What follows belongs to an exercise in optimizing a design on an open flow for small area; a production flow would make more cautious choices. Function was checked by simulation only, so behaviour that the tests miss may differ from the original.

[design/flow/design.v]
`timescale 1ns/1ps
module aesInv (
	input  logic a,
	output logic y
);
	assign y = ~a;
endmodule
module aesNand2 (
	input  logic a,
	input  logic b,
	output logic y
);
	assign y = ~(a & b);
endmodule
module aesNor2 (
	input  logic a,
	input  logic b,
	output logic y
);
	assign y = ~(a | b);
endmodule
module aesNand3 (
	input  logic a,
	input  logic b,
	input  logic c,
	output logic y
);
	assign y = ~(a & b & c);
endmodule
module aesNand4 (
	input  logic a,
	input  logic b,
	input  logic c,
	input  logic d,
	output logic y
);
	assign y = ~(a & b & c & d);
endmodule
module aesAnd2 (
	input  logic a,
	input  logic b,
	output logic y
);
	assign y = a & b;
endmodule
module aesOr2 (
	input  logic a,
	input  logic b,
	output logic y
);
	assign y = a | b;
endmodule
module aesXor2 (
	input  logic a,
	input  logic b,
	output logic y
);
	assign y = a ^ b;
endmodule
module aesXnor2 (
	input  logic a,
	input  logic b,
	output logic y
);
	assign y = ~(a ^ b);
endmodule
module aesAo21 (
	input  logic a1,
	input  logic a2,
	input  logic b,
	output logic y
);
	assign y = (a1 & a2) | b;
endmodule
module aesAo22 (
	input  logic a1,
	input  logic a2,
	input  logic b1,
	input  logic b2,
	output logic y
);
	assign y = (a1 & a2) | (b1 & b2);
endmodule
module aesAnd3 (
	input  logic a,
	input  logic b,
	input  logic c,
	output logic y
);
	assign y = a & b & c;
endmodule
module aesAnd4 (
	input  logic a,
	input  logic b,
	input  logic c,
	input  logic d,
	output logic y
);
	assign y = a & b & c & d;
endmodule
module aesAnd3b (
	input  logic an,
	input  logic b,
	input  logic c,
	output logic y
);
	assign y = ~an & b & c;
endmodule
module aesOr3 (
	input  logic a,
	input  logic b,
	input  logic c,
	output logic y
);
	assign y = a | b | c;
endmodule
module aesOr4 (
	input  logic a,
	input  logic b,
	input  logic c,
	input  logic d,
	output logic y
);
	assign y = a | b | c | d;
endmodule
module aesNand2b (
	input  logic an,
	input  logic b,
	output logic y
);
	assign y = ~(~an & b);
endmodule
module aesNand3b (
	input  logic an,
	input  logic b,
	input  logic c,
	output logic y
);
	assign y = ~(~an & b & c);
endmodule
module aesO21ai (
	input  logic a1,
	input  logic a2,
	input  logic b,
	output logic y
);
	assign y = ~((a1 | a2) & b);
endmodule
module aesO22ai (
	input  logic a1,
	input  logic a2,
	input  logic b1,
	input  logic b2,
	output logic y
);
	assign y = ~((a1 | a2) & (b1 | b2));
endmodule
module aesMaj3 (
	input  logic a,
	input  logic b,
	input  logic c,
	output logic y
);
	assign y = (a & b) | (a & c) | (b & c);
endmodule
module aesMux2i (
	input  logic a0,
	input  logic a1,
	input  logic s,
	output logic y
);
	assign y = ~(s ? a1 : a0);
endmodule
module aesAoi222 (
	input  logic a1,
	input  logic a2,
	input  logic b1,
	input  logic b2,
	input  logic c1,
	input  logic c2,
	output logic y
);
	assign y = ~((a1 & a2) | (b1 & b2) | (c1 & c2));
endmodule
module aesDec16n (
	input  logic [3:0]  aN,
	output logic [15:0] y
);
	logic [3:0] a;
	logic [3:0] lo;
	logic [3:0] hi;
	for (genvar i = 0; i < 4; i++) begin : gInv
		aesInv uInv (.a(aN[i]), .y(a[i]));
	end
	for (genvar k = 0; k < 4; k++) begin : gPre
		aesNand2 uLo (.a(((k >> 1) & 1) ? a[1] : aN[1]), .b((k & 1) ? a[0] : aN[0]), .y(lo[k]));
		aesNand2 uHi (.a(((k >> 1) & 1) ? a[3] : aN[3]), .b((k & 1) ? a[2] : aN[2]), .y(hi[k]));
	end
	for (genvar i = 0; i < 16; i++) begin : gOut
		aesNor2 uOut (.a(lo[i % 4]), .b(hi[i / 4]), .y(y[i]));
	end
endmodule
module aesSel16 (
	input  logic [15:0]  sel,
	input  logic [127:0] d,
	output logic [7:0]   y
);
	for (genvar b = 0; b < 8; b++) begin : gBit
		logic [5:0] t;
		logic [1:0] n;
		for (genvar k = 0; k < 5; k++) begin : gTri
			aesAoi222 uAoi (
				.a1(sel[3 * k]),     .a2(d[24 * k + b]),
				.b1(sel[3 * k + 1]), .b2(d[24 * k + 8 + b]),
				.c1(sel[3 * k + 2]), .c2(d[24 * k + 16 + b]),
				.y(t[k])
			);
		end
		aesNand2 uLast (.a(sel[15]), .b(d[120 + b]), .y(t[5]));
		aesNand4 uN0 (.a(t[0]), .b(t[1]), .c(t[2]), .d(t[3]), .y(n[0]));
		aesNand2 uN1 (.a(t[4]), .b(t[5]), .y(n[1]));
		aesOr2 uOr (.a(n[0]), .b(n[1]), .y(y[b]));
	end
endmodule
module aesSel4 (
	input  logic [3:0]  sel,
	input  logic [31:0] d,
	output logic [7:0]  y
);
	for (genvar b = 0; b < 8; b++) begin : gBit
		logic [1:0] t;
		aesAoi222 uAoi (
			.a1(sel[0]), .a2(d[b]),
			.b1(sel[1]), .b2(d[8 + b]),
			.c1(sel[2]), .c2(d[16 + b]),
			.y(t[0])
		);
		aesNand2 uLast (.a(sel[3]), .b(d[24 + b]), .y(t[1]));
		aesNand2 uOut (.a(t[0]), .b(t[1]), .y(y[b]));
	end
endmodule
module aesSboxN (
	input  logic [7:0] dinN,
	output logic [7:0] dout
);
	logic U0, U1, U2, U3, U4, U5, U6, U7;
	logic T1, T2, T3, T4, T5, T6, T7, T8, T9, T10, T11, T12;
	logic T13, T14, T15, T16, T17, T18, T19, T20, T21, T22, T23, T24;
	logic T25, T26, T27, M1, M2, M3, M4, M5, M6, M7, M8, M9;
	logic M10, M11, M12, M13, M14, M15, M16, M17, M18, M19, M20, M21;
	logic M22, M23, M24, M25, M26, M27, M28, M29, M30, M31, M32, M33;
	logic M34, M35, M36, M37, M38, M39, M40, M41, M42, M43, M44, M45;
	logic M46, M47, M48, M49, M50, M51, M52, M53, M54, M55, M56, M57;
	logic M58, M59, M60, M61, M62, M63, L0, L1, L2, L3, L4, L5;
	logic L6, L7, L8, L9, L10, L11, L12, L13, L14, L15, L16, L17;
	logic L18, L19, L20, L21, L22, L23, L24, L25, L26, L27, L28, L29;
	assign {U0, U1, U2, U3, U4, U5, U6, U7} = dinN;
	aesXor2 gT1 (.a(U0), .b(U3), .y(T1));
	aesXor2 gT2 (.a(U0), .b(U5), .y(T2));
	aesXor2 gT3 (.a(U0), .b(U6), .y(T3));
	aesXor2 gT4 (.a(U3), .b(U5), .y(T4));
	aesXor2 gT5 (.a(U4), .b(U6), .y(T5));
	aesXor2 gT6 (.a(T1), .b(T5), .y(T6));
	aesXor2 gT7 (.a(U1), .b(U2), .y(T7));
	aesXnor2 gT8 (.a(U7), .b(T6), .y(T8));
	aesXnor2 gT9 (.a(U7), .b(T7), .y(T9));
	aesXor2 gT10 (.a(T6), .b(T7), .y(T10));
	aesXor2 gT11 (.a(U1), .b(U5), .y(T11));
	aesXor2 gT12 (.a(U2), .b(U5), .y(T12));
	aesXor2 gT13 (.a(T3), .b(T4), .y(T13));
	aesXor2 gT14 (.a(T6), .b(T11), .y(T14));
	aesXor2 gT15 (.a(T5), .b(T11), .y(T15));
	aesXor2 gT16 (.a(T5), .b(T12), .y(T16));
	aesXor2 gT17 (.a(T9), .b(T16), .y(T17));
	aesXor2 gT18 (.a(U3), .b(U7), .y(T18));
	aesXnor2 gT19 (.a(T7), .b(T18), .y(T19));
	aesXnor2 gT20 (.a(T1), .b(T19), .y(T20));
	aesXor2 gT21 (.a(U6), .b(U7), .y(T21));
	aesXor2 gT22 (.a(T7), .b(T21), .y(T22));
	aesXor2 gT23 (.a(T2), .b(T22), .y(T23));
	aesXor2 gT24 (.a(T2), .b(T10), .y(T24));
	aesXor2 gT25 (.a(T20), .b(T17), .y(T25));
	aesXor2 gT26 (.a(T3), .b(T16), .y(T26));
	aesXor2 gT27 (.a(T1), .b(T12), .y(T27));
	aesNand2 gM1 (.a(T13), .b(T6), .y(M1));
	aesNand2 gM2 (.a(T23), .b(T8), .y(M2));
	aesXnor2 gM3 (.a(T14), .b(M1), .y(M3));
	aesNor2 gM4 (.a(T19), .b(U7), .y(M4));
	aesXnor2 gM5 (.a(M4), .b(M1), .y(M5));
	aesNand2 gM6 (.a(T3), .b(T16), .y(M6));
	aesNand2 gM7 (.a(T22), .b(T9), .y(M7));
	aesXnor2 gM8 (.a(T26), .b(M6), .y(M8));
	aesNand2 gM9 (.a(T20), .b(T17), .y(M9));
	aesXor2 gM10 (.a(M9), .b(M6), .y(M10));
	aesNand2 gM11 (.a(T1), .b(T15), .y(M11));
	aesNand2 gM12 (.a(T4), .b(T27), .y(M12));
	aesXor2 gM13 (.a(M12), .b(M11), .y(M13));
	aesNand2 gM14 (.a(T2), .b(T10), .y(M14));
	aesXor2 gM15 (.a(M14), .b(M11), .y(M15));
	aesXnor2 gM16 (.a(M3), .b(M2), .y(M16));
	aesXor2 gM17 (.a(M5), .b(T24), .y(M17));
	aesXnor2 gM18 (.a(M8), .b(M7), .y(M18));
	aesXor2 gM19 (.a(M10), .b(M15), .y(M19));
	aesXor2 gM20 (.a(M16), .b(M13), .y(M20));
	aesXor2 gM21 (.a(M17), .b(M15), .y(M21));
	aesXor2 gM22 (.a(M18), .b(M13), .y(M22));
	aesXor2 gM23 (.a(M19), .b(T25), .y(M23));
	aesXnor2 gM24 (.a(M22), .b(M23), .y(M24));
	aesNand2 gM25 (.a(M22), .b(M20), .y(M25));
	aesXor2 gM26 (.a(M21), .b(M25), .y(M26));
	aesXnor2 gM27 (.a(M20), .b(M21), .y(M27));
	aesXor2 gM28 (.a(M23), .b(M25), .y(M28));
	aesNor2 gM29 (.a(M28), .b(M27), .y(M29));
	aesNor2 gM30 (.a(M26), .b(M24), .y(M30));
	aesNand2 gM31 (.a(M20), .b(M23), .y(M31));
	aesNor2 gM32 (.a(M27), .b(M31), .y(M32));
	aesXor2 gM33 (.a(M27), .b(M25), .y(M33));
	aesNand2 gM34 (.a(M21), .b(M22), .y(M34));
	aesNor2 gM35 (.a(M24), .b(M34), .y(M35));
	aesXor2 gM36 (.a(M24), .b(M25), .y(M36));
	aesXor2 gM37 (.a(M21), .b(M29), .y(M37));
	aesXor2 gM38 (.a(M32), .b(M33), .y(M38));
	aesXnor2 gM39 (.a(M23), .b(M30), .y(M39));
	aesXor2 gM40 (.a(M35), .b(M36), .y(M40));
	aesXor2 gM41 (.a(M38), .b(M40), .y(M41));
	aesXnor2 gM42 (.a(M37), .b(M39), .y(M42));
	aesXor2 gM43 (.a(M37), .b(M38), .y(M43));
	aesXnor2 gM44 (.a(M39), .b(M40), .y(M44));
	aesXor2 gM45 (.a(M42), .b(M41), .y(M45));
	aesNand2 gM46 (.a(M44), .b(T6), .y(M46));
	aesNand2 gM47 (.a(M40), .b(T8), .y(M47));
	aesNor2 gM48 (.a(M39), .b(U7), .y(M48));
	aesNand2 gM49 (.a(M43), .b(T16), .y(M49));
	aesNand2 gM50 (.a(M38), .b(T9), .y(M50));
	aesNand2 gM51 (.a(M37), .b(T17), .y(M51));
	aesNand2 gM52 (.a(M42), .b(T15), .y(M52));
	aesNand2 gM53 (.a(M45), .b(T27), .y(M53));
	aesNand2 gM54 (.a(M41), .b(T10), .y(M54));
	aesNand2 gM55 (.a(M44), .b(T13), .y(M55));
	aesNand2 gM56 (.a(M40), .b(T23), .y(M56));
	aesNor2 gM57 (.a(M39), .b(T19), .y(M57));
	aesNand2 gM58 (.a(M43), .b(T3), .y(M58));
	aesNand2 gM59 (.a(M38), .b(T22), .y(M59));
	aesNand2 gM60 (.a(M37), .b(T20), .y(M60));
	aesNand2 gM61 (.a(M42), .b(T1), .y(M61));
	aesNand2 gM62 (.a(M45), .b(T4), .y(M62));
	aesNand2 gM63 (.a(M41), .b(T2), .y(M63));
	aesXor2 gL0 (.a(M61), .b(M62), .y(L0));
	aesXor2 gL1 (.a(M50), .b(M56), .y(L1));
	aesXnor2 gL2 (.a(M46), .b(M48), .y(L2));
	aesXor2 gL3 (.a(M47), .b(M55), .y(L3));
	aesXor2 gL4 (.a(M54), .b(M58), .y(L4));
	aesXor2 gL5 (.a(M49), .b(M61), .y(L5));
	aesXnor2 gL6 (.a(M62), .b(L5), .y(L6));
	aesXnor2 gL7 (.a(M46), .b(L3), .y(L7));
	aesXor2 gL8 (.a(M51), .b(M59), .y(L8));
	aesXor2 gL9 (.a(M52), .b(M53), .y(L9));
	aesXnor2 gL10 (.a(M53), .b(L4), .y(L10));
	aesXnor2 gL11 (.a(M60), .b(L2), .y(L11));
	aesXnor2 gL12 (.a(M48), .b(M51), .y(L12));
	aesXnor2 gL13 (.a(M50), .b(L0), .y(L13));
	aesXor2 gL14 (.a(M52), .b(M61), .y(L14));
	aesXnor2 gL15 (.a(M55), .b(L1), .y(L15));
	aesXnor2 gL16 (.a(M56), .b(L0), .y(L16));
	aesXor2 gL17 (.a(M57), .b(L1), .y(L17));
	aesXnor2 gL18 (.a(M58), .b(L8), .y(L18));
	aesXnor2 gL19 (.a(M63), .b(L4), .y(L19));
	aesXor2 gL20 (.a(L0), .b(L1), .y(L20));
	aesXor2 gL21 (.a(L1), .b(L7), .y(L21));
	aesXor2 gL22 (.a(L3), .b(L12), .y(L22));
	aesXor2 gL23 (.a(L18), .b(L2), .y(L23));
	aesXor2 gL24 (.a(L15), .b(L9), .y(L24));
	aesXor2 gL25 (.a(L6), .b(L10), .y(L25));
	aesXor2 gL26 (.a(L7), .b(L9), .y(L26));
	aesXor2 gL27 (.a(L8), .b(L10), .y(L27));
	aesXor2 gL28 (.a(L11), .b(L14), .y(L28));
	aesXor2 gL29 (.a(L11), .b(L17), .y(L29));
	aesXor2 gS0 (.a(L6), .b(L24), .y(dout[7]));
	aesXnor2 gS1 (.a(L16), .b(L26), .y(dout[6]));
	aesXnor2 gS2 (.a(L19), .b(L28), .y(dout[5]));
	aesXor2 gS3 (.a(L6), .b(L21), .y(dout[4]));
	aesXor2 gS4 (.a(L20), .b(L22), .y(dout[3]));
	aesXor2 gS5 (.a(L25), .b(L29), .y(dout[2]));
	aesXnor2 gS6 (.a(L13), .b(L27), .y(dout[1]));
	aesXnor2 gS7 (.a(L6), .b(L23), .y(dout[0]));
endmodule
`timescale 1ns/1ps
module encryptCtrl (
	input  logic clk,
	input  logic rstN,
	input  logic set,
	input  logic lastStep,
	output logic start,
	output logic busy,
	output logic cipherValid
);
	logic setQ;
	logic setN;
	logic setQNext;
	logic busyKeep;
	logic busyNext;
	logic validSet;
	logic validNext;
	aesAnd3b uStart (.an(set), .b(rstN), .c(setQ), .y(start));
	aesAnd2 uSetQ (.a(rstN), .b(set), .y(setQNext));
	aesAnd3b uKeep (.an(lastStep), .b(busy), .c(rstN), .y(busyKeep));
	aesOr2 uBusy (.a(start), .b(busyKeep), .y(busyNext));
	aesInv uSetN (.a(set), .y(setN));
	aesAo21 uValid (.a1(cipherValid), .a2(setN), .b(lastStep), .y(validSet));
	aesAnd3b uValidNext (.an(start), .b(rstN), .c(validSet), .y(validNext));
	always_ff @(posedge clk) begin
		setQ        <= setQNext;
		busy        <= busyNext;
		cipherValid <= validNext;
	end
endmodule
`timescale 1ns/1ps
module roundCounter (
	input  logic       clk,
	input  logic       start,
	input  logic       busy,
	input  logic [3:0] curPhase,
	output logic       lastStep,
	output logic       loadState,
	output logic       stateSbox,
	output logic       stateSum,
	output logic       opKey,
	output logic       opByte,
	output logic       opDouble,
	output logic       sboxKeyLo,
	output logic       sboxKeyHi,
	output logic       sboxData,
	output logic [3:0] readIdxN,
	output logic [3:0] readPhaseN,
	output logic       keyLoad,
	output logic       keyKeep,
	output logic       mixSbox,
	output logic       mixPrev,
	output logic       mixRcon,
	output logic [7:0] rcon,
	output logic [3:0] tapSel
);
	logic [3:0] slot;
	logic [2:0] rev;
	logic [3:0] roundNum;
	logic [3:0] slotNext;
	logic [2:0] revNext;
	logic [3:0] roundNext;
	logic       revEn;
	logic       roundEn;
	logic s10, s210, slotAll, revEnd;
	logic slotX1, slotX2, slotX3;
	aesAnd2 uS10 (.a(slot[1]), .b(slot[0]), .y(s10));
	aesAnd2 uS210 (.a(s10), .b(slot[2]), .y(s210));
	aesAnd2 uSAll (.a(s210), .b(slot[3]), .y(slotAll));
	aesXnor2 uSX1 (.a(slot[1]), .b(slot[0]), .y(slotX1));
	aesXnor2 uSX2 (.a(slot[2]), .b(s10), .y(slotX2));
	aesXnor2 uSX3 (.a(slot[3]), .b(s210), .y(slotX3));
	aesNor2 uSN0 (.a(slot[0]), .b(start), .y(slotNext[0]));
	aesNor2 uSN1 (.a(slotX1), .b(start), .y(slotNext[1]));
	aesNor2 uSN2 (.a(slotX2), .b(start), .y(slotNext[2]));
	aesNor2 uSN3 (.a(slotX3), .b(start), .y(slotNext[3]));
	aesAnd2 uRevEnd (.a(busy), .b(slotAll), .y(revEnd));
	logic r0N, r0, r20N, r10, rev7, rev3, revAN, v21N, v20N, v10N, revEN, revCN;
	aesOr4 uR0N (.a(roundNum[0]), .b(roundNum[1]), .c(roundNum[2]), .d(roundNum[3]), .y(r0N));
	aesInv uR0 (.a(r0N), .y(r0));
	aesNor2 uR20 (.a(roundNum[2]), .b(roundNum[0]), .y(r20N));
	aesAnd3 uR10 (.a(roundNum[3]), .b(roundNum[1]), .c(r20N), .y(r10));
	aesAnd3 uRev7 (.a(rev[0]), .b(rev[1]), .c(rev[2]), .y(rev7));
	aesAnd3b uRev3 (.an(rev[2]), .b(rev[1]), .c(rev[0]), .y(rev3));
	aesOr3 uRevA (.a(rev[0]), .b(rev[1]), .c(rev[2]), .y(revAN));
	aesNor2 uV21 (.a(rev[2]), .b(rev[1]), .y(v21N));
	aesNor2 uV20 (.a(rev[2]), .b(rev[0]), .y(v20N));
	aesNand2 uRevE (.a(v21N), .b(rev[0]), .y(revEN));
	aesNand2 uRevC (.a(v20N), .b(rev[1]), .y(revCN));
	logic nextRound;
	aesAnd2 uNext (.a(revEnd), .b(rev7), .y(nextRound));
	aesAnd3 uLast (.a(revEnd), .b(r10), .c(rev3), .y(lastStep));
	logic v10;
	aesOr2 uRevEn (.a(start), .b(revEnd), .y(revEn));
	logic vI0, vI1, vI2;
	aesAnd2 uV10 (.a(rev[1]), .b(rev[0]), .y(v10));
	aesInv uVI0 (.a(rev[0]), .y(vI0));
	aesXor2 uVI1 (.a(rev[1]), .b(rev[0]), .y(vI1));
	aesXor2 uVI2 (.a(rev[2]), .b(v10), .y(vI2));
	aesOr2 uVN0 (.a(vI0), .b(start), .y(revNext[0]));
	aesOr2 uVN1 (.a(vI1), .b(start), .y(revNext[1]));
	aesOr2 uVN2 (.a(vI2), .b(start), .y(revNext[2]));
	logic q10, q210, qX1, qX2, qX3;
	aesOr2 uRoundEn (.a(start), .b(nextRound), .y(roundEn));
	aesAnd2 uQ10 (.a(roundNum[1]), .b(roundNum[0]), .y(q10));
	aesAnd2 uQ210 (.a(q10), .b(roundNum[2]), .y(q210));
	aesXnor2 uQX1 (.a(roundNum[1]), .b(roundNum[0]), .y(qX1));
	aesXnor2 uQX2 (.a(roundNum[2]), .b(q10), .y(qX2));
	aesXnor2 uQX3 (.a(roundNum[3]), .b(q210), .y(qX3));
	aesNor2 uQN0 (.a(roundNum[0]), .b(start), .y(roundNext[0]));
	aesNor2 uQN1 (.a(qX1), .b(start), .y(roundNext[1]));
	aesNor2 uQN2 (.a(qX2), .b(start), .y(roundNext[2]));
	aesNor2 uQN3 (.a(qX3), .b(start), .y(roundNext[3]));
	always_ff @(posedge clk) begin
		slot <= slotNext;
		if (revEn) begin
			rev <= revNext;
		end
		if (roundEn) begin
			roundNum <= roundNext;
		end
	end
	logic actN, subBytes, expand, rconRev, finalKey, mixRev, mixRevPre, firstCol, firstColN;
	logic keySbox, keySboxN, row3N, row0;
	aesNand2 uActN (.a(busy), .b(r0N), .y(actN));
	aesAnd2 uLoad (.a(busy), .b(r0), .y(loadState));
	aesNand2 uKeep (.a(busy), .b(r0), .y(keyKeep));
	assign keyLoad = loadState;
	aesNor2 uSub (.a(actN), .b(revAN), .y(subBytes));
	aesNor2 uExpand (.a(actN), .b(revEN), .y(expand));
	aesNor2 uRcon (.a(actN), .b(revCN), .y(rconRev));
	aesAnd3 uFinal (.a(busy), .b(r10), .c(rev3), .y(finalKey));
	aesNor2 uMixRevN (.a(actN), .b(r10), .y(mixRevPre));
	aesAnd2 uMixRev (.a(mixRevPre), .b(revAN), .y(mixRev));
	aesNor2 uFirst (.a(slot[3]), .b(slot[2]), .y(firstCol));
	aesOr2 uFirstN (.a(slot[3]), .b(slot[2]), .y(firstColN));
	aesAnd2 uKeySbox (.a(expand), .b(firstCol), .y(keySbox));
	aesNand2 uRow3N (.a(slot[1]), .b(slot[0]), .y(row3N));
	aesNor2 uRow0 (.a(slot[1]), .b(slot[0]), .y(row0));
	assign stateSbox = subBytes;
	aesNor2 uStateSum (.a(loadState), .b(subBytes), .y(stateSum));
	assign opKey = finalKey;
	aesNor2 uSboxLo (.a(keySboxN), .b(row3N), .y(sboxKeyLo));
	aesNand2 uKeySboxN (.a(expand), .b(firstCol), .y(keySboxN));
	aesAnd2 uSboxHi (.a(keySbox), .b(row3N), .y(sboxKeyHi));
	assign sboxData = keySboxN;
	assign mixSbox = keySbox;
	aesAnd2 uMixPrev (.a(expand), .b(firstColN), .y(mixPrev));
	aesAnd2 uMixRcon (.a(rconRev), .b(row0), .y(mixRcon));
	logic v1r1N, mbA, mbB, mbC, mbD, mixByte, v10N2, mdA0, mdA, mdB, mdC, mixDouble;
	aesNor2 uV1r1 (.a(rev[1]), .b(slot[1]), .y(v1r1N));
	aesAnd2 uMbA (.a(v1r1N), .b(rev[0]), .y(mbA));
	aesAnd3b uMbB (.an(slot[1]), .b(rev[1]), .c(slot[0]), .y(mbB));
	aesAnd3b uMbC (.an(rev[1]), .b(rev[0]), .c(slot[0]), .y(mbC));
	aesNor2 uV10N (.a(rev[1]), .b(rev[0]), .y(v10N2));
	aesAnd3b uMbD (.an(slot[0]), .b(v10N2), .c(slot[1]), .y(mbD));
	aesOr4 uMb (.a(mbA), .b(mbB), .c(mbC), .d(mbD), .y(mixByte));
	aesAnd3b uMdA0 (.an(rev[2]), .b(rev[1]), .c(rev[0]), .y(mdA0));
	aesAnd3 uMdA (.a(mdA0), .b(slot[1]), .c(slot[0]), .y(mdA));
	aesAnd2 uMdB (.a(v10N2), .b(row0), .y(mdB));
	aesAnd3b uMdC (.an(slot[0]), .b(v20N), .c(slot[1]), .y(mdC));
	aesOr3 uMd (.a(mdA), .b(mdB), .c(mdC), .y(mixDouble));
	logic sd1a, sd1b, sd0, sd1, sq0, sqa, sqb, sq1, sh1a, sh1b;
	logic [3:0] mixSlotN;
	assign mixSlotN[0] = rev[0];
	aesXnor2 uMs1 (.a(rev[1]), .b(rev[0]), .y(mixSlotN[1]));
	aesXnor2 uSd0 (.a(rev[0]), .b(slot[0]), .y(sd0));
	aesAnd2 uSd1a (.a(rev[0]), .b(slot[0]), .y(sd1a));
	aesXnor2 uSd1b (.a(mixSlotN[1]), .b(slot[1]), .y(sd1b));
	aesXor2 uSd1 (.a(sd1b), .b(sd1a), .y(sd1));
	aesAnd2 uSq0 (.a(roundNum[0]), .b(sd0), .y(sq0));
	aesAnd2 uSqa (.a(roundNum[1]), .b(sd0), .y(sqa));
	aesAnd2 uSqb (.a(roundNum[0]), .b(sd1), .y(sqb));
	aesXor2 uSq1 (.a(sqa), .b(sqb), .y(sq1));
	aesXnor2 uMs2 (.a(slot[2]), .b(sq0), .y(mixSlotN[2]));
	aesAnd2 uSh1a (.a(slot[2]), .b(sq0), .y(sh1a));
	aesXor2 uSh1b (.a(slot[3]), .b(sq1), .y(sh1b));
	aesXnor2 uMs3 (.a(sh1b), .b(sh1a), .y(mixSlotN[3]));
	logic [3:0] dispSlotN;
	assign dispSlotN[2:0] = curPhase[2:0];
	aesXnor2 uDs3 (.a(curPhase[3]), .b(curPhase[0]), .y(dispSlotN[3]));
	logic mixRevN;
	logic [3:0] pickN;
	aesInv uMixRevInv (.a(mixRev), .y(mixRevN));
	for (genvar i = 0; i < 4; i++) begin : gPick
		aesAo22 uPick (.a1(mixRev), .a2(mixSlotN[i]), .b1(mixRevN), .b2(dispSlotN[i]), .y(pickN[i]));
	end
	logic ic1, ic2, ic3, ix1, ix2, ix3;
	aesXor2 uI0 (.a(pickN[0]), .b(slot[0]), .y(readIdxN[0]));
	aesAnd2 uIc1 (.a(pickN[0]), .b(slot[0]), .y(ic1));
	aesXor2 uIx1 (.a(pickN[1]), .b(slot[1]), .y(ix1));
	aesXor2 uI1 (.a(ix1), .b(ic1), .y(readIdxN[1]));
	aesMaj3 uIc2 (.a(pickN[1]), .b(slot[1]), .c(ic1), .y(ic2));
	aesXor2 uIx2 (.a(pickN[2]), .b(slot[2]), .y(ix2));
	aesXor2 uI2 (.a(ix2), .b(ic2), .y(readIdxN[2]));
	aesMaj3 uIc3 (.a(pickN[2]), .b(slot[2]), .c(ic2), .y(ic3));
	aesXor2 uIx3 (.a(pickN[3]), .b(slot[3]), .y(ix3));
	aesXor2 uI3 (.a(ix3), .b(ic3), .y(readIdxN[3]));
	logic kl0, kl1, klx, kp0, kpa, kpb, kp1, kt1, kt0N, kt1N;
	aesNor2 uKl0 (.a(roundNum[0]), .b(finalKey), .y(kl0));
	aesXnor2 uKlx (.a(roundNum[1]), .b(roundNum[0]), .y(klx));
	aesOr2 uKl1 (.a(finalKey), .b(klx), .y(kl1));
	aesAnd2 uKp0 (.a(kl0), .b(slot[0]), .y(kp0));
	aesAnd2 uKpa (.a(kl1), .b(slot[0]), .y(kpa));
	aesAnd2 uKpb (.a(kl0), .b(slot[1]), .y(kpb));
	aesXor2 uKp1 (.a(kpa), .b(kpb), .y(kp1));
	aesXor2 uKt1 (.a(kp1), .b(kp0), .y(kt1));
	aesInv uKt0N (.a(kp0), .y(kt0N));
	aesInv uKt1N (.a(kt1), .y(kt1N));
	aesNor2 uTap0 (.a(kt1), .b(kp0), .y(tapSel[0]));
	aesNor2 uTap1 (.a(kt1), .b(kt0N), .y(tapSel[1]));
	aesNor2 uTap2 (.a(kt1N), .b(kp0), .y(tapSel[2]));
	aesAnd2 uTap3 (.a(kt1), .b(kp0), .y(tapSel[3]));
	logic n21, n10, n20, rc1a, r30, r21, r210, rc2a, rc3a, r10x, r32x;
	aesNor2 uN21 (.a(roundNum[2]), .b(roundNum[1]), .y(n21));
	aesNor2 uN10 (.a(roundNum[1]), .b(roundNum[0]), .y(n10));
	aesAnd2 uRc0 (.a(n21), .b(roundNum[0]), .y(rcon[0]));
	aesAnd2 uR30 (.a(roundNum[3]), .b(roundNum[0]), .y(r30));
	aesNor2 uN20 (.a(roundNum[2]), .b(roundNum[0]), .y(n20));
	aesAnd2 uRc1a (.a(n20), .b(roundNum[1]), .y(rc1a));
	aesOr2 uRc1 (.a(rc1a), .b(r30), .y(rcon[1]));
	aesAnd3b uRc2a (.an(roundNum[2]), .b(roundNum[1]), .c(roundNum[0]), .y(rc2a));
	aesAnd2 uR31 (.a(roundNum[3]), .b(roundNum[1]), .y(r21));
	aesOr2 uRc2 (.a(rc2a), .b(r21), .y(rcon[2]));
	aesAnd2 uRc3a (.a(n10), .b(roundNum[2]), .y(rc3a));
	aesOr2 uRc3 (.a(rc3a), .b(r30), .y(rcon[3]));
	aesAnd3b uRc4a (.an(roundNum[1]), .b(roundNum[2]), .c(roundNum[0]), .y(r210));
	aesXor2 uR10x (.a(roundNum[1]), .b(roundNum[0]), .y(r10x));
	aesAo21 uRc4 (.a1(roundNum[3]), .a2(r10x), .b(r210), .y(rcon[4]));
	aesXor2 uR32x (.a(roundNum[3]), .b(roundNum[2]), .y(r32x));
	aesAnd3b uRc5 (.an(roundNum[0]), .b(roundNum[1]), .c(r32x), .y(rcon[5]));
	aesAnd3 uRc6 (.a(roundNum[2]), .b(roundNum[1]), .c(roundNum[0]), .y(rcon[6]));
	aesAnd2 uRc7 (.a(roundNum[3]), .b(n10), .y(rcon[7]));
	aesAnd2 uOpByte (.a(mixRev), .b(mixByte), .y(opByte));
	aesAnd2 uOpDbl (.a(mixRev), .b(mixDouble), .y(opDouble));
	logic [3:0] slotN;
	for (genvar i = 0; i < 4; i++) begin : gPhase
		aesInv uSlotN (.a(slot[i]), .y(slotN[i]));
		aesMux2i uPh (.a0(curPhase[i]), .a1(slotN[i]), .s(loadState), .y(readPhaseN[i]));
	end
endmodule
`timescale 1ns/1ps
module keySchedule (
	input  logic         clk,
	input  logic [127:0] cipherKey,
	input  logic [15:0]  loadSel,
	input  logic         keyLoad,
	input  logic         keyKeep,
	input  logic         mixSbox,
	input  logic         mixPrev,
	input  logic         mixRcon,
	input  logic [7:0]   rcon,
	input  logic [3:0]   tapSel,
	input  logic [7:0]   sboxOut,
	output logic [7:0]   keyByteLo,
	output logic [7:0]   keyByteHi,
	output logic [7:0]   keyTap
);
	logic [127:0] ring;
	logic [7:0]   keyByte;
	logic [7:0]   mixInN;
	logic [7:0]   expanded;
	logic [7:0]   keyIn;
	aesSel16 uLoad (.sel(loadSel), .d(cipherKey), .y(keyByte));
	assign keyByteHi = ring[111:104];
	assign keyByteLo = ring[79:72];
	aesSel4 uTap (.sel(tapSel), .d({ring[103:96], ring[71:64], ring[39:32], ring[7:0]}), .y(keyTap));
	for (genvar b = 0; b < 8; b++) begin : gBit
		aesAoi222 uMix (
			.a1(mixSbox), .a2(sboxOut[b]),
			.b1(mixPrev), .b2(ring[96 + b]),
			.c1(mixRcon), .c2(rcon[b]),
			.y(mixInN[b])
		);
		aesXnor2 uExp (.a(ring[b]), .b(mixInN[b]), .y(expanded[b]));
		aesAo22 uIn (.a1(keyLoad), .a2(keyByte[b]), .b1(keyKeep), .b2(expanded[b]), .y(keyIn[b]));
	end
	always_ff @(posedge clk) begin
		ring <= {keyIn, ring[127:8]};
	end
endmodule
`timescale 1ns/1ps
module roundDatapath (
	input  logic         clk,
	input  logic [7:0]   plainByte,
	input  logic         loadState,
	input  logic         stateSbox,
	input  logic         stateSum,
	input  logic         opKey,
	input  logic         opByte,
	input  logic         opDouble,
	input  logic         sboxKeyLo,
	input  logic         sboxKeyHi,
	input  logic         sboxData,
	input  logic [7:0]   keyByteLo,
	input  logic [7:0]   keyByteHi,
	input  logic [7:0]   keyTap,
	input  logic [15:0]  readSel,
	output logic [7:0]   readByte,
	output logic [7:0]   sboxOut
);
	logic [127:0] ring;
	logic [7:0]   doubled;
	logic [7:0]   operandN;
	logic [7:0]   sum;
	logic [7:0]   keyed;
	logic [7:0]   sboxInN;
	logic [7:0]   stateInN;
	logic [7:0]   stateIn;
	aesSel16 uRead (.sel(readSel), .d(ring), .y(readByte));
	assign doubled[0] = readByte[7];
	assign doubled[2] = readByte[1];
	assign doubled[5] = readByte[4];
	assign doubled[6] = readByte[5];
	assign doubled[7] = readByte[6];
	aesXor2 uDbl1 (.a(readByte[0]), .b(readByte[7]), .y(doubled[1]));
	aesXor2 uDbl3 (.a(readByte[2]), .b(readByte[7]), .y(doubled[3]));
	aesXor2 uDbl4 (.a(readByte[3]), .b(readByte[7]), .y(doubled[4]));
	for (genvar b = 0; b < 8; b++) begin : gBit
		aesAoi222 uOp (
			.a1(opKey),    .a2(keyTap[b]),
			.b1(opByte),   .b2(readByte[b]),
			.c1(opDouble), .c2(doubled[b]),
			.y(operandN[b])
		);
		aesXnor2 uSum (.a(ring[b]), .b(operandN[b]), .y(sum[b]));
		aesXor2 uKeyed (.a(ring[b]), .b(keyTap[b]), .y(keyed[b]));
		aesAoi222 uSbIn (
			.a1(sboxKeyLo), .a2(keyByteLo[b]),
			.b1(sboxKeyHi), .b2(keyByteHi[b]),
			.c1(sboxData),  .c2(keyed[b]),
			.y(sboxInN[b])
		);
		aesAoi222 uIn (
			.a1(loadState), .a2(plainByte[b]),
			.b1(stateSbox), .b2(sboxOut[b]),
			.c1(stateSum),  .c2(sum[b]),
			.y(stateInN[b])
		);
		aesInv uInv (.a(stateInN[b]), .y(stateIn[b]));
	end
	aesSboxN uSbox (.dinN(sboxInN), .dout(sboxOut));
	always_ff @(posedge clk) begin
		ring <= {stateIn, ring[127:8]};
	end
endmodule
`timescale 1ns/1ps
module panelEntry (
	input  logic         clk,
	input  logic         rstN,
	input  logic         set,
	input  logic         buttonU,
	input  logic         buttonD,
	input  logic         buttonL,
	input  logic         buttonR,
	input  logic         cipherValid,
	input  logic [7:0]   cipherByte,
	input  logic [15:0]  phaseSel,
	output logic [7:0]   plainByte,
	output logic [3:0]   curPhase,
	output logic [7:0]   sevenNum
);
	logic [127:0] plainBlock;
	logic         rst;
	logic [7:0]   same;
	logic [8:0]   carry;
	logic [7:0]   editByte;
	logic [7:0]   writeByte;
	logic         edit;
	logic [15:0]  writeEn;
	logic         showPlain;
	logic         showCipher;
	logic [7:0]   display;
	aesSel16 uRead (.sel(phaseSel), .d(plainBlock), .y(plainByte));
	always_ff @(posedge clk) begin
		if (!rstN) begin
			curPhase <= 4'd0;
		end else if (buttonR) begin
			curPhase <= curPhase + 4'd1;
		end else if (buttonL) begin
			curPhase <= curPhase - 4'd1;
		end
	end
	assign carry[0] = 1'b1;
	for (genvar i = 0; i < 8; i++) begin : gEdit
		aesXnor2 uSame (.a(plainByte[i]), .b(buttonU), .y(same[i]));
		if (i == 0) begin : gFirst
			assign carry[1] = same[0];
		end else begin : gNext
			aesAnd2 uCarry (.a(carry[i]), .b(same[i]), .y(carry[i + 1]));
		end
	end
	aesInv uRst (.a(rstN), .y(rst));
	aesNor2 uWr0 (.a(rst), .b(plainByte[0]), .y(writeByte[0]));
	for (genvar i = 1; i < 8; i++) begin : gWrite
		aesXor2 uToggle (.a(plainByte[i]), .b(carry[i]), .y(editByte[i]));
		aesAnd2 uZero (.a(rstN), .b(editByte[i]), .y(writeByte[i]));
	end
	assign editByte[0] = ~plainByte[0];
	assign edit = set && (buttonU || buttonD) && !carry[8];
	for (genvar b = 0; b < 16; b++) begin : gEnable
		aesAo21 uEn (.a1(edit), .a2(phaseSel[b]), .b(rst), .y(writeEn[b]));
	end
	always_ff @(posedge clk) begin
		for (int b = 0; b < 16; b++) begin
			if (writeEn[b]) begin
				plainBlock[8 * b +: 8] <= writeByte;
			end
		end
	end
	assign showPlain  = rstN && set;
	assign showCipher = rstN && !set && cipherValid;
	for (genvar i = 0; i < 8; i++) begin : gShow
		aesAo22 uShow (.a1(showPlain), .a2(plainByte[i]), .b1(showCipher), .b2(cipherByte[i]), .y(display[i]));
	end
	always_ff @(posedge clk) begin
		sevenNum <= display;
	end
endmodule
`timescale 1ns/1ps
module aesPanelTop (
	input  logic         clk,
	input  logic         rstN,
	input  logic         set,
	input  logic         buttonU,
	input  logic         buttonD,
	input  logic         buttonL,
	input  logic         buttonR,
	input  logic [127:0] cipherKey,
	output logic [3:0]   curPhase,
	output logic [7:0]   sevenNum,
	output logic         cipherValid
);
	logic        start;
	logic        busy;
	logic        lastStep;
	logic        loadState;
	logic        stateSbox;
	logic        stateSum;
	logic        opKey;
	logic        opByte;
	logic        opDouble;
	logic        sboxKeyLo;
	logic        sboxKeyHi;
	logic        sboxData;
	logic [3:0]  readIdxN;
	logic [3:0]  readPhaseN;
	logic        keyLoad;
	logic        keyKeep;
	logic        mixSbox;
	logic        mixPrev;
	logic        mixRcon;
	logic [7:0]  rcon;
	logic [3:0]  tapSel;
	logic [15:0] readSel;
	logic [15:0] phaseSel;
	logic [7:0]  plainByte;
	logic [7:0]  readByte;
	logic [7:0]  sboxOut;
	logic [7:0]  keyByteLo;
	logic [7:0]  keyByteHi;
	logic [7:0]  keyTap;
	encryptCtrl uCtrl (
		.clk(clk),
		.rstN(rstN),
		.set(set),
		.lastStep(lastStep),
		.start(start),
		.busy(busy),
		.cipherValid(cipherValid)
	);
	roundCounter uCounter (
		.clk(clk),
		.start(start),
		.busy(busy),
		.curPhase(curPhase),
		.lastStep(lastStep),
		.loadState(loadState),
		.stateSbox(stateSbox),
		.stateSum(stateSum),
		.opKey(opKey),
		.opByte(opByte),
		.opDouble(opDouble),
		.sboxKeyLo(sboxKeyLo),
		.sboxKeyHi(sboxKeyHi),
		.sboxData(sboxData),
		.readIdxN(readIdxN),
		.readPhaseN(readPhaseN),
		.keyLoad(keyLoad),
		.keyKeep(keyKeep),
		.mixSbox(mixSbox),
		.mixPrev(mixPrev),
		.mixRcon(mixRcon),
		.rcon(rcon),
		.tapSel(tapSel)
	);
	aesDec16n uReadDec (.aN(readIdxN), .y(readSel));
	aesDec16n uPhaseDec (.aN(readPhaseN), .y(phaseSel));
	keySchedule uKeys (
		.clk(clk),
		.cipherKey(cipherKey),
		.loadSel(phaseSel),
		.keyLoad(keyLoad),
		.keyKeep(keyKeep),
		.mixSbox(mixSbox),
		.mixPrev(mixPrev),
		.mixRcon(mixRcon),
		.rcon(rcon),
		.tapSel(tapSel),
		.sboxOut(sboxOut),
		.keyByteLo(keyByteLo),
		.keyByteHi(keyByteHi),
		.keyTap(keyTap)
	);
	roundDatapath uDatapath (
		.clk(clk),
		.plainByte(plainByte),
		.loadState(loadState),
		.stateSbox(stateSbox),
		.stateSum(stateSum),
		.opKey(opKey),
		.opByte(opByte),
		.opDouble(opDouble),
		.sboxKeyLo(sboxKeyLo),
		.sboxKeyHi(sboxKeyHi),
		.sboxData(sboxData),
		.keyByteLo(keyByteLo),
		.keyByteHi(keyByteHi),
		.keyTap(keyTap),
		.readSel(readSel),
		.readByte(readByte),
		.sboxOut(sboxOut)
	);
	panelEntry uPanel (
		.clk(clk),
		.rstN(rstN),
		.set(set),
		.buttonU(buttonU),
		.buttonD(buttonD),
		.buttonL(buttonL),
		.buttonR(buttonR),
		.cipherValid(cipherValid),
		.cipherByte(readByte),
		.phaseSel(phaseSel),
		.plainByte(plainByte),
		.curPhase(curPhase),
		.sevenNum(sevenNum)
	);
endmodule
[design/flow/flow/run.sh]
#!/bin/bash
# Layout flow: the standard synthesis, unchanged, then the standard
# layout with two settings of its own:
#  - each input and output port gets the smallest buffer cell (buf_1)
#    instead of the flow's default port buffer;
#  - the clock tree uses clkbuf_4 and clkbuf_8, clusters of up to 16 sinks
#    within 60 um, and no dummy loads.
# Each step's full output goes to a log file in the work folder.
set -euo pipefail

bash standard.sh synth > synth.log 2>&1

bash standard.sh \
	"BUFFER_PORTS_ARGS=-buffer_cell sky130_fd_sc_hd__buf_1" \
	"CTS_ARGS=-sink_clustering_enable -repair_clock_nets -dont_use_dummy_load -buf_list {sky130_fd_sc_hd__clkbuf_4 sky130_fd_sc_hd__clkbuf_8} -sink_clustering_size 16 -sink_clustering_max_diameter 60" \
	finish > layout.log 2>&1
[design/flow/standard.sh]
#!/bin/bash
# synth_recipe.tcl (not shown) runs the flow's synth.tcl, then flattens the netlist and writes it again
# the make line also repeats each setting of config.mk as NAME=value (left out here)
make -C /OpenROAD-flow-scripts/flow DESIGN_CONFIG=/design/flow/config.mk WORK_HOME=/design/flow/orfs CLKGATE_MAP_FILE= SYNTH_SCRIPT=/design/flow/synth_recipe.tcl "${@:-finish}"
[design/flow/config.mk]
export PLATFORM = sky130hd
export DESIGN_NAME = aesPanelTop
export DESIGN_NICKNAME = aesPanelTop
export VERILOG_FILES = /design/flow/design.v
export SDC_FILE = /design/flow/constraint.sdc
export NUM_CORES = 8
export LEC_CHECK = 0
export CAP_MARGIN = 20
export CORE_MARGIN = 2
export CORE_UTILIZATION = 40
export PLACE_DENSITY = 0.6
export SLEW_MARGIN = 20
export SYNTH_HIERARCHICAL = 1
[design/flow/constraint.sdc]
create_clock -name core_clock -period 10.0 [get_ports {clk}]
set_input_delay 2.0000 -clock core_clock [delete_from_list [all_inputs] [get_ports {clk}]]
set_output_delay 2.0000 -clock core_clock [all_outputs]
set_load 0.01 [all_outputs]
==> out/qor.csv <==
metric,value,unit
outcome,no timing/DRC/antenna violations,
hold_violations,0,
die_area,38960,um2
synth_seq_cells,410,
finClkSkew,0.1013,ns
min_to,uKeys.ring[106],
root_buffer,clkbuf_8,
cpMostUsedCell,xor2_1,
slowest_delay,0.64,ns
setup_viol,0,
cts_buffer_depth,3,
vias_per_cell,5.726,
cp_slowest_cell,a222oi_1,
numCtsBuffers,35,
postCtsSetupBuffers,0,
fillerInstances,3393,
busiest_layer,met2,
avgSynthCellArea,12.84,um2
yosys_warnings,11,
grt_max_degree,22,
cts_max_level,2,
hold_buffers,0,
arrival,9.35,ns
regToRegStartpoint,uCounter.roundNum[0],
ff2ff_path_depth,31,
synth_edf_count,135,
synth.largest_area_cell,dfxtp_1,
synth.cell_area,14960,um2
synthCells,1165,
synth_cell_types,35,
grtUsageMet3,0.04985,
wire_per_inst,23.13,um
grt_pass1_vias,10062,
cts_tree,built,
vias,10358,
maxSlewHeadroom,0.3059,
portBuffers,147,
final_layout_size_suffix_gt1_frac,0.04627,
rows,70,
syn2layout_area_growth,10.69,%
start_util,0.4077,
worst-path-buf-inv,0,
fmaxAchievable,112.3,MHz
use_met1,0.2841,
cp_top_family,XOR/XNOR gates,
synth-async-reset-ratio,0,
rsz0062_at_grt,no,
cap_violations,0,
dieWidth,197.4,um
grt_usage,0.2122,
gp_congestion,0.9909,
worstPathMaxFanout,18,
endpoint_kind,flip-flop,
cts_resized,0,
hold_class,flip-flop to flip-flop,
tns,0,ns
routed_wirelength,41.85,mm
ios,148,
synth.yosys.seq_area_share,0.6390,
fp.dieH,197.4,um
clk_latency,0.60,ns
synth_nets,1303,
clock_sinks,410,
core_area,36700,um2
post-route-min-period,8.904,ns
path_class,flip-flop to flip-flop,
worstHoldStart,uKeys.ring[114],
ys_top_cells_by_area,"dfxtp_1, edfxtp_1, a222oi_1",
holdPathStages,0,
first_pass_iters,8,
fin_crit_sh,0.8904,
grt_pass1_wl,61.90,mm
synth_top_area_frac,0.3680,
synthFlopType,dfxtp_1,
hpwl,29.95,mm
drv_slew,0,
ff2ff_setup_slack,1.10,ns
gr-total-overflow,0,
worstPathRequired,10.45,ns
antenna_left,0,
antenna_found_initial,1,
drt-initial-drc-count,1540,
startpoint,uCounter.roundNum[0],
clk_pin_slew,0.11,ns
critPathLaunchType,flip-flop,
drc_errors,0,
tightest_slew,1.037,ns
nets,1480,
grt_util_met2,0.3423,
r2r-end,uKeys.ring[122],
[stage by stage]
stage / hold WS, ns / area [um2] / util / worst slack, ns / instances
floorplan: 0.3096 / 14960 / - / 2.338 / 1165
global placement: 0.3098 / 16070 / 0.4378 / 1.418 / 1772
detailed placement: 0.3121 / 16070 / 0.4378 / 1.229 / 1772
CTS: 0.2961 / 16550 / 0.4510 / 1.232 / 1807
global route: 0.2920 / 16560 / 0.4512 / 0.2804 / 1808
finish: 0.2887 / 16560 / 0.4512 / 1.096 / 1809
[worst max-delay path by stage]
stage / slack (ns) / cells after the start / endpoint
6_report: 1.10 / 31 / uKeys.ring[122]
5_1_grt: 0.28 / 31 / uKeys.ring[122]
4_1_cts: 1.23 / 31 / uKeys.ring[122]
3_5_place_dp: 1.23 / 31 / uKeys.ring[122]
3_3_place_gp: 1.42 / 31 / uKeys.ring[122]
2_1_floorplan: 2.34 / 31 / uKeys.ring[122]
[Yosys cell counts, drive strengths merged, types with 2 or more instances]
master	n
a21o	19
a21oi	2
a222oi	160
a22o	20
and2	51
and3	6
and3b	12
buf	17
dfxtp	275
edfxtp	135
ha	2
inv	28
maj3	2
mux2i	4
nand2	116
nand3b	2
nand4	24
nor2	71
nor2b	2
o21ai	2
or2	35
or3	2
or4	2
xnor2	68
xor2	99
[Yosys stat by module (local to each module, per instance), excerpt]
module,cells,flip-flops and latches
keySchedule,144,128
aesAnd2,1,0
aesAo21,1,0
encryptCtrl,3,3
roundDatapath,128,128
aesXor2,1,0
aesMux2i,1,0
aesNor2,1,0
aesAoi222,1,0
aesAnd3,1,0
aesXnor2,1,0
aesNand2,1,0
aesMaj3,1,0
[cell type report]
cell class | count | area (um2) | share of cell area
sequential | 410 | 9559 | 0.5773
multi-input combinational | 709 | 5194 | 0.3136
timing repair buffer | 158 | 631.9 | 0.03816
tap | 468 | 585.6 | 0.03536
clock buffer | 35 | 481.7 | 0.02909
inverter | 28 | 105.1 | 0.006347
antenna | 1 | 2.502 | 0.0001511
[registers in the layout, indices dropped and copies added, names as in the netlist]
| name | cells |
|---|---|
| uCtrl.cipherValid | 1 |
| uCtrl.busy | 1 |
| uPanel.sevenNum | 8 |
| uCtrl.setQ | 1 |
| uKeys.ring | 128 |
| uCounter.roundNum | 4 |
| uCounter.slot | 4 |
| uDatapath.ring | 128 |
| uCounter.rev | 3 |
| uPanel.plainBlock | 128 |
| uPanel.curPhase | 4 |
[cells in the final DEF, fill, tap and decap left out, types with 4 or more instances in the layout]
cell / count
a21o_1: 19
a222oi_1: 160
a22o_1: 20
and2_1: 51
and3_1: 6
and3b_1: 12
buf_1: 147
buf_4: 10
clkbuf_8: 35
dfxtp_1: 275
edfxtp_1: 135
inv_1: 28
mux2i_1: 4
nand2_1: 116
nand4_1: 24
nor2_1: 61
nor2_2: 10
or2_1: 35
xnor2_1: 68
xor2_1: 99
[routing by layer]
layer  part of all wire  vias to the layer above
li1                   -                     4768
met1               0.43                     5131
met2               0.46                      387
met3              0.078                       72
met4              0.025                        0
met5                  0                        -
[logic make-up after synthesis]
logic type / share of synthesized area
multiplexers: 0.002676
flip-flops: 0.6390
buffers and inverters: 0.01589
XOR/XNOR: 0.09777
adder cells (fa/ha/maj): 0.004516
AO/OA/AOI/OAI: 0.1331
AND/OR/NAND/NOR: 0.1071

-- separate check: timing with driven ports --
How much do the figures lean on ideal ports? The routed layout below was timed once more, with nothing changed but the port constraints. Step 1 sets driving cells, clkbuf_16 on the clock port and buf_2 on the other inputs (assumed; they add their load-dependent delay and slew). Step 2 also shifts input and output timing later by t, the mid clock arrival at the registers, as if the neighbouring blocks saw the same clock. a / b / c = ideal / step 1 / step 2; a / b = the first two.
t, ns: 0.594
slack for setup (ns): 1.096 / 1.096 / 1.096
hold slack, ns: 0.289 / 0.289 / 0.289
latest minus earliest clock arrival (ns): 0.103 / 0.102
pins driven straight from the clock port: 1
After both steps this run still meets setup and hold. The setup slack of this run moves by 0.000 ns with the drivers and by 0.000 ns with both steps.
